This is an optimization exercise on Yosys and OpenROAD, whose aim is small area and a short achievable clock period, not a production implementation. Only simulation tests tie the RTL to the original design; equivalence was not proved.

==> try-umber <==
==> flow/design.v <==
module cpu_bus_responder #(
  parameter int RAM_DEPTH   = 224,
  parameter int SYNC_STAGES = 2
) (
  input  logic       clock,
  input  logic       reset,
  input  logic [7:0] address,
  input  logic       write_enable,
  input  logic [7:0] write_data,
  output logic [7:0] read_data,
  output logic [7:0] gpio_out,
  input  logic [7:0] gpio_in,
  output logic       timer_irq
);
  localparam logic [8:0] RAM_END      = 9'(RAM_DEPTH);
  localparam logic [7:0] A_GPIO_OUT   = 8'hF0;
  localparam logic [7:0] A_GPIO_IN    = 8'hF1;
  localparam logic [7:0] A_CTRL       = 8'hF2;
  localparam logic [7:0] A_STATUS     = 8'hF3;
  localparam logic [7:0] A_COUNT_LO   = 8'hF4;
  localparam logic [7:0] A_COUNT_HI   = 8'hF5;
  localparam logic [7:0] A_CAPTURE    = 8'hF6;
  localparam logic [7:0] A_COMPARE_LO = 8'hF7;
  localparam logic [7:0] A_COMPARE_HI = 8'hF8;
  logic [7:0]  ram [RAM_DEPTH];
  logic [7:0]  gpio_out_r;
  logic [7:0]  sync_q [SYNC_STAGES];
  logic        ctrl_en, ctrl_com, ctrl_ie;
  logic [3:0]  ctrl_p;
  logic        st_match, st_ovf;
  logic [15:0] count, snap, compare, prescaler;
  logic        ram_hit;
  logic        tick, set_match, set_ovf;
  logic        wr_status;
  logic [15:0] pre_mask, count_ticked, count_next;
  assign ram_hit   = ({1'b0, address} < RAM_END);
  assign wr_status = write_enable && (address == A_STATUS);
  always_comb begin
    pre_mask     = ~(16'hFFFF << ctrl_p);
    tick         = ctrl_en && ((prescaler & pre_mask) == pre_mask);
    set_match    = tick && (count == compare);
    set_ovf      = tick && !set_match && (count == 16'hFFFF);
    count_ticked = count + 16'd1;
    if (set_match && ctrl_com) count_ticked = 16'h0000;
    count_next = tick ? count_ticked : count;
    if (write_enable && address == A_COUNT_LO)      count_next = {count[15:8], write_data};
    else if (write_enable && address == A_COUNT_HI) count_next = {write_data, count[7:0]};
  end
  always_ff @(posedge clock) begin
    if (write_enable && ram_hit) ram[address] <= write_data;
  end
  always_ff @(posedge clock or posedge reset) begin
    if (reset) begin
      for (int i = 0; i < SYNC_STAGES; i++) sync_q[i] <= 8'h00;
    end else begin
      sync_q[0] <= gpio_in;
      for (int i = 1; i < SYNC_STAGES; i++) sync_q[i] <= sync_q[i-1];
    end
  end
  always_ff @(posedge clock or posedge reset) begin
    if (reset) begin
      gpio_out_r <= 8'h00;
      ctrl_en    <= 1'b0;
      ctrl_com   <= 1'b0;
      ctrl_ie    <= 1'b0;
      ctrl_p     <= 4'h0;
      st_match   <= 1'b0;
      st_ovf     <= 1'b0;
      count      <= 16'h0000;
      snap       <= 16'h0000;
      compare    <= 16'h0000;
      prescaler  <= 16'h0000;
    end else begin
      prescaler <= ctrl_en ? prescaler + 16'd1 : 16'h0000;
      count     <= count_next;
      st_match  <= set_match | (st_match & ~(wr_status & write_data[0]));
      st_ovf    <= set_ovf   | (st_ovf   & ~(wr_status & write_data[1]));
      if (write_enable) begin
        case (address)
          A_GPIO_OUT:   gpio_out_r <= write_data;
          A_CTRL: begin
            ctrl_en  <= write_data[0];
            ctrl_com <= write_data[1];
            ctrl_ie  <= write_data[2];
            ctrl_p   <= write_data[7:4];
          end
          A_CAPTURE:    snap <= count;
          A_COMPARE_LO: compare[7:0]  <= write_data;
          A_COMPARE_HI: compare[15:8] <= write_data;
          default: ;
        endcase
      end
    end
  end
  always_comb begin
    read_data = 8'h00;
    if (ram_hit) begin
      read_data = ram[address];
    end else begin
      case (address)
        A_GPIO_OUT:   read_data = gpio_out_r;
        A_GPIO_IN:    read_data = sync_q[SYNC_STAGES-1];
        A_CTRL:       read_data = {ctrl_p, 1'b0, ctrl_ie, ctrl_com, ctrl_en};
        A_STATUS:     read_data = {6'd0, st_ovf, st_match};
        A_COUNT_LO:   read_data = snap[7:0];
        A_COUNT_HI:   read_data = snap[15:8];
        A_COMPARE_LO: read_data = compare[7:0];
        A_COMPARE_HI: read_data = compare[15:8];
        default:      read_data = 8'h00;
      endcase
    end
  end
  assign gpio_out  = gpio_out_r;
  assign timer_irq = ctrl_ie & (st_match | st_ovf);
endmodule
==> flow/run.sh <==
#!/bin/bash
# synth_recipe.tcl (not shown) runs the flow's synth.tcl, then flattens the netlist and writes it again
# the make line also repeats each setting of config.mk as NAME=value (left out here)
make -C /OpenROAD-flow-scripts/flow DESIGN_CONFIG=/design/flow/config.mk WORK_HOME=/design/flow/orfs CLKGATE_MAP_FILE= SYNTH_SCRIPT=/design/flow/synth_recipe.tcl finish
==> flow/config.mk <==
export PLATFORM = sky130hd
export DESIGN_NAME = cpu_bus_responder
export DESIGN_NICKNAME = cpu_bus_responder
export VERILOG_FILES = /design/flow/design.v
export SDC_FILE = /design/flow/constraint.sdc
export NUM_CORES = 4
export LEC_CHECK = 0
export CAP_MARGIN = 20
export CORE_MARGIN = 2
export CORE_UTILIZATION = 30
export SLEW_MARGIN = 20
==> flow/constraint.sdc <==
create_clock -name core_clock -period 10.0 [get_ports {clock}]
set_input_delay 2.0000 -clock core_clock [delete_from_list [all_inputs] [get_ports {clock}]]
set_output_delay 2.0000 -clock core_clock [all_outputs]
set_load 0.01 [all_outputs]
==> try-violet (differences from try-umber) <==
==> flow/design.v, changed modules only <==
module cpu_bus_responder #(
  parameter int RAM_DEPTH   = 224,
  parameter int SYNC_STAGES = 2
) (
  input  logic       clock,
  input  logic       reset,
  input  logic [7:0] address,
  input  logic       write_enable,
  input  logic [7:0] write_data,
  output logic [7:0] read_data,
  output logic [7:0] gpio_out,
  input  logic [7:0] gpio_in,
  output logic       timer_irq
);
  localparam logic [7:0] A_GPIO_OUT   = 8'hF0;
  localparam logic [7:0] A_GPIO_IN    = 8'hF1;
  localparam logic [7:0] A_CTRL       = 8'hF2;
  localparam logic [7:0] A_STATUS     = 8'hF3;
  localparam logic [7:0] A_COUNT_LO   = 8'hF4;
  localparam logic [7:0] A_COUNT_HI   = 8'hF5;
  localparam logic [7:0] A_CAPTURE    = 8'hF6;
  localparam logic [7:0] A_COMPARE_LO = 8'hF7;
  localparam logic [7:0] A_COMPARE_HI = 8'hF8;
  logic [7:0]  ram [RAM_DEPTH];
  logic [7:0]  gpio_out_r;
  logic [7:0]  sync_q [SYNC_STAGES];
  logic        ctrl_en, ctrl_com, ctrl_ie;
  logic [3:0]  ctrl_p;
  logic        st_match, st_ovf;
  logic [15:0] count, snap, compare, prescaler;
  logic        tick, set_match, set_ovf;
  logic        wr_status;
  logic [15:0] pre_mask, count_ticked, count_next;
  logic [15:0] hi_sel, lo_sel;
  logic [RAM_DEPTH-1:0] byte_sel;
  always_comb begin
    for (int i = 0; i < 16; i++) begin
      hi_sel[i] = (address[7:4] == 4'(i));
      lo_sel[i] = (address[3:0] == 4'(i));
    end
    for (int i = 0; i < RAM_DEPTH; i++) byte_sel[i] = hi_sel[i / 16] & lo_sel[i % 16];
  end
  assign wr_status = write_enable && (address == A_STATUS);
  always_comb begin
    pre_mask     = ~(16'hFFFF << ctrl_p);
    tick         = ctrl_en && ((prescaler & pre_mask) == pre_mask);
    set_match    = tick && (count == compare);
    set_ovf      = tick && !set_match && (count == 16'hFFFF);
    count_ticked = count + 16'd1;
    if (set_match && ctrl_com) count_ticked = 16'h0000;
    count_next = tick ? count_ticked : count;
    if (write_enable && address == A_COUNT_LO)      count_next = {count[15:8], write_data};
    else if (write_enable && address == A_COUNT_HI) count_next = {write_data, count[7:0]};
  end
  for (genvar i = 0; i < RAM_DEPTH; i++) begin : g_ram
    always_ff @(posedge clock) begin
      if (write_enable && byte_sel[i]) ram[i] <= write_data;
    end
  end
  always_ff @(posedge clock or posedge reset) begin
    if (reset) begin
      for (int i = 0; i < SYNC_STAGES; i++) sync_q[i] <= 8'h00;
    end else begin
      sync_q[0] <= gpio_in;
      for (int i = 1; i < SYNC_STAGES; i++) sync_q[i] <= sync_q[i-1];
    end
  end
  always_ff @(posedge clock or posedge reset) begin
    if (reset) begin
      gpio_out_r <= 8'h00;
      ctrl_en    <= 1'b0;
      ctrl_com   <= 1'b0;
      ctrl_ie    <= 1'b0;
      ctrl_p     <= 4'h0;
      st_match   <= 1'b0;
      st_ovf     <= 1'b0;
      count      <= 16'h0000;
      snap       <= 16'h0000;
      compare    <= 16'h0000;
      prescaler  <= 16'h0000;
    end else begin
      prescaler <= ctrl_en ? prescaler + 16'd1 : 16'h0000;
      count     <= count_next;
      st_match  <= set_match | (st_match & ~(wr_status & write_data[0]));
      st_ovf    <= set_ovf   | (st_ovf   & ~(wr_status & write_data[1]));
      if (write_enable) begin
        case (address)
          A_GPIO_OUT:   gpio_out_r <= write_data;
          A_CTRL: begin
            ctrl_en  <= write_data[0];
            ctrl_com <= write_data[1];
            ctrl_ie  <= write_data[2];
            ctrl_p   <= write_data[7:4];
          end
          A_CAPTURE:    snap <= count;
          A_COMPARE_LO: compare[7:0]  <= write_data;
          A_COMPARE_HI: compare[15:8] <= write_data;
          default: ;
        endcase
      end
    end
  end
  localparam int NG = (RAM_DEPTH + 8 + 2) / 3;   
  logic [3*NG-1:0] rd_sel;
  logic [7:0]      rd_src [3*NG];
  always_comb begin
    for (int i = 0; i < 3*NG; i++) begin
      rd_sel[i] = 1'b0;
      rd_src[i] = 8'h00;
    end
    for (int i = 0; i < RAM_DEPTH; i++) begin
      rd_sel[i] = byte_sel[i];
      rd_src[i] = ram[i];
    end
    rd_sel[RAM_DEPTH+0] = hi_sel[15] & lo_sel[0]; rd_src[RAM_DEPTH+0] = gpio_out_r;
    rd_sel[RAM_DEPTH+1] = hi_sel[15] & lo_sel[1]; rd_src[RAM_DEPTH+1] = sync_q[SYNC_STAGES-1];
    rd_sel[RAM_DEPTH+2] = hi_sel[15] & lo_sel[2]; rd_src[RAM_DEPTH+2] = {ctrl_p, 1'b0, ctrl_ie, ctrl_com, ctrl_en};
    rd_sel[RAM_DEPTH+3] = hi_sel[15] & lo_sel[3]; rd_src[RAM_DEPTH+3] = {6'd0, st_ovf, st_match};
    rd_sel[RAM_DEPTH+4] = hi_sel[15] & lo_sel[4]; rd_src[RAM_DEPTH+4] = snap[7:0];
    rd_sel[RAM_DEPTH+5] = hi_sel[15] & lo_sel[5]; rd_src[RAM_DEPTH+5] = snap[15:8];
    rd_sel[RAM_DEPTH+6] = hi_sel[15] & lo_sel[7]; rd_src[RAM_DEPTH+6] = compare[7:0];
    rd_sel[RAM_DEPTH+7] = hi_sel[15] & lo_sel[8]; rd_src[RAM_DEPTH+7] = compare[15:8];
  end
  for (genvar b = 0; b < 8; b++) begin : g_rd
    logic [NG-1:0] l0;                    
    logic [(NG+3)/4-1:0] l1;              
    logic [((NG+3)/4+3)/4-1:0] l2;        
    for (genvar g = 0; g < NG; g++) begin : g_l0
      bus_aoi222 u (.a0(rd_sel[3*g]), .b0(rd_src[3*g][b]), .a1(rd_sel[3*g+1]), .b1(rd_src[3*g+1][b]),
                    .a2(rd_sel[3*g+2]), .b2(rd_src[3*g+2][b]), .y(l0[g]));
    end
    for (genvar g = 0; g < (NG+3)/4; g++) begin : g_l1
      logic [3:0] x;
      for (genvar k = 0; k < 4; k++) assign x[k] = (4*g+k < NG) ? l0[4*g+k] : 1'b1;
      bus_nand4 u (.a(x[0]), .b(x[1]), .c(x[2]), .d(x[3]), .y(l1[g]));
    end
    for (genvar g = 0; g < ((NG+3)/4+3)/4; g++) begin : g_l2
      logic [3:0] x;
      for (genvar k = 0; k < 4; k++) assign x[k] = (4*g+k < (NG+3)/4) ? l1[4*g+k] : 1'b0;
      bus_nor4 u (.a(x[0]), .b(x[1]), .c(x[2]), .d(x[3]), .y(l2[g]));
    end
    assign read_data[b] = ~&l2;
  end
  assign gpio_out  = gpio_out_r;
  assign timer_irq = ctrl_ie & (st_match | st_ovf);
endmodule
module bus_aoi222 (
  input  logic a0, b0, a1, b1, a2, b2,
  output logic y
);
  assign y = ~((a0 & b0) | (a1 & b1) | (a2 & b2));
endmodule
module bus_nand4 (
  input  logic a, b, c, d,
  output logic y
);
  assign y = ~(a & b & c & d);
endmodule
module bus_nor4 (
  input  logic a, b, c, d,
  output logic y
);
  assign y = ~(a | b | c | d);
endmodule
- CORE_UTILIZATION: 30 -> 60
- SETUP_SLACK_MARGIN: not set -> 4
- SYNTH_HIERARCHICAL: not set -> 1
==> try-tundra (differences from try-umber) <==
==> flow/design.v, changed modules only <==
module cpu_bus_responder #(
  parameter int RAM_DEPTH   = 224,
  parameter int SYNC_STAGES = 2
) (
  input  logic       clock,
  input  logic       reset,
  input  logic [7:0] address,
  input  logic       write_enable,
  input  logic [7:0] write_data,
  output logic [7:0] read_data,
  output logic [7:0] gpio_out,
  input  logic [7:0] gpio_in,
  output logic       timer_irq
);
  localparam logic [7:0] A_GPIO_OUT   = 8'hF0;
  localparam logic [7:0] A_GPIO_IN    = 8'hF1;
  localparam logic [7:0] A_CTRL       = 8'hF2;
  localparam logic [7:0] A_STATUS     = 8'hF3;
  localparam logic [7:0] A_COUNT_LO   = 8'hF4;
  localparam logic [7:0] A_COUNT_HI   = 8'hF5;
  localparam logic [7:0] A_CAPTURE    = 8'hF6;
  localparam logic [7:0] A_COMPARE_LO = 8'hF7;
  localparam logic [7:0] A_COMPARE_HI = 8'hF8;
  logic [7:0]  ram [RAM_DEPTH];
  logic [7:0]  gpio_out_r;
  logic [7:0]  sync_q [SYNC_STAGES];
  logic        ctrl_en, ctrl_com, ctrl_ie;
  logic [3:0]  ctrl_p;
  logic        st_match, st_ovf;
  logic [15:0] count, snap, compare, prescaler;
  logic        tick, set_match, set_ovf;
  logic        wr_status;
  logic [15:0] pre_mask, count_ticked, count_next;
  logic [15:0] hi_sel, lo_sel;
  logic [RAM_DEPTH-1:0] byte_sel;
  always_comb begin
    for (int i = 0; i < 16; i++) begin
      hi_sel[i] = (address[7:4] == 4'(i));
      lo_sel[i] = (address[3:0] == 4'(i));
    end
    for (int i = 0; i < RAM_DEPTH; i++) byte_sel[i] = hi_sel[i / 16] & lo_sel[i % 16];
  end
  assign wr_status = write_enable && (address == A_STATUS);
  always_comb begin
    pre_mask     = ~(16'hFFFF << ctrl_p);
    tick         = ctrl_en && ((prescaler & pre_mask) == pre_mask);
    set_match    = tick && (count == compare);
    set_ovf      = tick && !set_match && (count == 16'hFFFF);
    count_ticked = count + 16'd1;
    if (set_match && ctrl_com) count_ticked = 16'h0000;
    count_next = tick ? count_ticked : count;
    if (write_enable && address == A_COUNT_LO)      count_next = {count[15:8], write_data};
    else if (write_enable && address == A_COUNT_HI) count_next = {write_data, count[7:0]};
  end
  for (genvar i = 0; i < RAM_DEPTH; i++) begin : g_ram
    always_ff @(posedge clock) begin
      if (write_enable && byte_sel[i]) ram[i] <= write_data;
    end
  end
  always_ff @(posedge clock or posedge reset) begin
    if (reset) begin
      for (int i = 0; i < SYNC_STAGES; i++) sync_q[i] <= 8'h00;
    end else begin
      sync_q[0] <= gpio_in;
      for (int i = 1; i < SYNC_STAGES; i++) sync_q[i] <= sync_q[i-1];
    end
  end
  always_ff @(posedge clock or posedge reset) begin
    if (reset) begin
      gpio_out_r <= 8'h00;
      ctrl_en    <= 1'b0;
      ctrl_com   <= 1'b0;
      ctrl_ie    <= 1'b0;
      ctrl_p     <= 4'h0;
      st_match   <= 1'b0;
      st_ovf     <= 1'b0;
      count      <= 16'h0000;
      snap       <= 16'h0000;
      compare    <= 16'h0000;
      prescaler  <= 16'h0000;
    end else begin
      prescaler <= ctrl_en ? prescaler + 16'd1 : 16'h0000;
      count     <= count_next;
      st_match  <= set_match | (st_match & ~(wr_status & write_data[0]));
      st_ovf    <= set_ovf   | (st_ovf   & ~(wr_status & write_data[1]));
      if (write_enable) begin
        case (address)
          A_GPIO_OUT:   gpio_out_r <= write_data;
          A_CTRL: begin
            ctrl_en  <= write_data[0];
            ctrl_com <= write_data[1];
            ctrl_ie  <= write_data[2];
            ctrl_p   <= write_data[7:4];
          end
          A_CAPTURE:    snap <= count;
          A_COMPARE_LO: compare[7:0]  <= write_data;
          A_COMPARE_HI: compare[15:8] <= write_data;
          default: ;
        endcase
      end
    end
  end
  localparam int NG = (RAM_DEPTH + 8 + 2) / 3;   
  logic [3*NG-1:0] rd_sel;
  logic [7:0]      rd_src [3*NG];
  always_comb begin
    for (int i = 0; i < 3*NG; i++) begin
      rd_sel[i] = 1'b0;
      rd_src[i] = 8'h00;
    end
    for (int i = 0; i < RAM_DEPTH; i++) begin
      rd_sel[i] = byte_sel[i];
      rd_src[i] = ram[i];
    end
    rd_sel[RAM_DEPTH+0] = hi_sel[15] & lo_sel[0]; rd_src[RAM_DEPTH+0] = gpio_out_r;
    rd_sel[RAM_DEPTH+1] = hi_sel[15] & lo_sel[1]; rd_src[RAM_DEPTH+1] = sync_q[SYNC_STAGES-1];
    rd_sel[RAM_DEPTH+2] = hi_sel[15] & lo_sel[2]; rd_src[RAM_DEPTH+2] = {ctrl_p, 1'b0, ctrl_ie, ctrl_com, ctrl_en};
    rd_sel[RAM_DEPTH+3] = hi_sel[15] & lo_sel[3]; rd_src[RAM_DEPTH+3] = {6'd0, st_ovf, st_match};
    rd_sel[RAM_DEPTH+4] = hi_sel[15] & lo_sel[4]; rd_src[RAM_DEPTH+4] = snap[7:0];
    rd_sel[RAM_DEPTH+5] = hi_sel[15] & lo_sel[5]; rd_src[RAM_DEPTH+5] = snap[15:8];
    rd_sel[RAM_DEPTH+6] = hi_sel[15] & lo_sel[7]; rd_src[RAM_DEPTH+6] = compare[7:0];
    rd_sel[RAM_DEPTH+7] = hi_sel[15] & lo_sel[8]; rd_src[RAM_DEPTH+7] = compare[15:8];
  end
  for (genvar b = 0; b < 8; b++) begin : g_rd
    logic [NG-1:0] l0;                    
    logic [(NG+3)/4-1:0] l1;              
    logic [((NG+3)/4+3)/4-1:0] l2;        
    for (genvar g = 0; g < NG; g++) begin : g_l0
      bus_aoi222 u (.a0(rd_sel[3*g]), .b0(rd_src[3*g][b]), .a1(rd_sel[3*g+1]), .b1(rd_src[3*g+1][b]),
                    .a2(rd_sel[3*g+2]), .b2(rd_src[3*g+2][b]), .y(l0[g]));
    end
    for (genvar g = 0; g < (NG+3)/4; g++) begin : g_l1
      logic [3:0] x;
      for (genvar k = 0; k < 4; k++) assign x[k] = (4*g+k < NG) ? l0[4*g+k] : 1'b1;
      bus_nand4 u (.a(x[0]), .b(x[1]), .c(x[2]), .d(x[3]), .y(l1[g]));
    end
    for (genvar g = 0; g < ((NG+3)/4+3)/4; g++) begin : g_l2
      logic [3:0] x;
      for (genvar k = 0; k < 4; k++) assign x[k] = (4*g+k < (NG+3)/4) ? l1[4*g+k] : 1'b0;
      bus_nor4 u (.a(x[0]), .b(x[1]), .c(x[2]), .d(x[3]), .y(l2[g]));
    end
    assign read_data[b] = ~&l2;
  end
  assign gpio_out  = gpio_out_r;
  assign timer_irq = ctrl_ie & (st_match | st_ovf);
endmodule
module bus_aoi222 (
  input  logic a0, b0, a1, b1, a2, b2,
  output logic y
);
  assign y = ~((a0 & b0) | (a1 & b1) | (a2 & b2));
endmodule
module bus_nand4 (
  input  logic a, b, c, d,
  output logic y
);
  assign y = ~(a & b & c & d);
endmodule
module bus_nor4 (
  input  logic a, b, c, d,
  output logic y
);
  assign y = ~(a | b | c | d);
endmodule
- CORE_UTILIZATION: 30 -> 60
- SETUP_SLACK_MARGIN: not set -> 2.5
- SYNTH_HIERARCHICAL: not set -> 1
==> impl_metrics.toml <==
[outcome]
status = "complete, no violations"

[logic_synthesis]
synthesis.area_um2 = 74800
seq_area_frac_synth_pct = 75.1
synth_top_area_share_pct = 71.9

[sta]
fin_crit_ns = 8.30

[layout]
diodes = 3

[clocking]
post-cts-setup-buffer-count = 0

[critical_path]
crit_family = "compound AO/OA/AOI/OAI gates"
worstPathArrival_ns = 6.30
crit_chain = "clkdlybuf4s50_1 -> buf_4 -> nor2_1 -> nand2_1 -> a211oi_1 -> a211oi_1 -> a31oi_1 -> a311o_1 -> clkdlybuf4s50_1"
crit_end = "read_data[5]"

[placed_design]
place_area_um2 = 78900
dp_slack_ns = 1.69

[floorplanning]
n_tap_cell = 3330

[route]
wl_met3_um = 17700
That was try-umber.
==> impl_metrics.toml <==
[critical_path]
crit_end = "read_data[4]"
worstPathArrival_ns = 4.87
crit_chain = "buf_12 -> nor2b_4 -> nand3_4 -> buf_12 -> nor2_4 -> a222oi_1 -> nand4_1 -> nor4_4 -> and3_4 -> nand3_4 -> buf_6"
crit_family = "simple AND/OR/NAND/NOR gates"

[sta]
fin_crit_ns = 6.87

[clocking]
post-cts-setup-buffer-count = 72

[logic_synthesis]
synthesis.area_um2 = 68500
seq_area_frac_synth_pct = 82.1
synth_top_area_share_pct = 78.6

[outcome]
status = "complete, no violations"

[power_and_ir_drop]
seq-power_mw = 8.74

[layout]
syn_to_final_growth_pct = 16.2
diodes = 1

[placed_design]
place_area_um2 = 71200

[route]
wl_met3_um = 20100

[floorplanning]
n_tap_cell = 1500
That was try-violet.
==> impl_metrics.toml <==
[placed_design]
dp_slack_ns = 1.09

[power_and_ir_drop]
switchingPower_mw = 3.26
clk-power_mw = 6.81

[route]
wl_met3_um = 20600

[layout]
diodes = 2
final_cells = 5585
nFillCells = 7211

[critical_path]
crit_end = "read_data[6]"
crit_family = "simple AND/OR/NAND/NOR gates"
crit_chain = "buf_2 -> nand4_1 -> buf_4 -> buf_4 -> nor2_1 -> a222oi_1 -> nand4_1 -> nor4_4 -> and3_2 -> nand3_1 -> clkdlybuf4s50_1"

[logic_synthesis]
synthesis.area_um2 = 68500
synth_top_area_share_pct = 78.6
seq_area_frac_synth_pct = 82.1

[sta]
fin_crit_ns = 7.62
fin_crit_sh_pct = 76.2

[clocking]
post-cts-setup-buffer-count = 48

[outcome]
status = "complete, no violations"

[floorplanning]
n_tap_cell = 1500
That was try-tundra.

## re-timing with driven ports
The results above use ideal ports. As a check the final layouts listed here were re-extracted and re-timed, cells and wires unchanged. Step 1 (the two cells are an assumption about what drives the block):
set clk [get_ports {clock}]
set_driving_cell -lib_cell sky130_fd_sc_hd__clkbuf_16 $clk
set_driving_cell -lib_cell sky130_fd_sc_hd__buf_2 [delete_from_list [all_inputs] $clk]
Step 2 adds t to the input delays and takes it off the output delays; t is the mean of the earliest and latest rising clock arrival at the registers after step 1. Input paths then give back, and output paths get back, about the clock's delay inside the block. Three values: no drivers, after step 1, after step 2; two values: the first two.
run | shift t [ns] | setup WS [ns] | worst setup path after step 2 | worst register clock-pin slew, ns | worst slew at a driven data input, ns
try-umber | 0.907 | 1.701 / 1.637 / 1.637 | input to output | 0.07 / 0.07 | 0.10
try-violet | 0.843 | 3.129 / 3.077 / 3.077 | input to output | 0.07 / 0.07 | 0.08
try-tundra | 0.855 | 2.382 / 2.342 / 2.342 | input to output | 0.07 / 0.07 | 0.13
After both steps every run listed still meets setup and hold. For try-umber, which loses most, drivers alone change the setup slack by -0.064 ns; drivers and shift together by -0.064 ns.
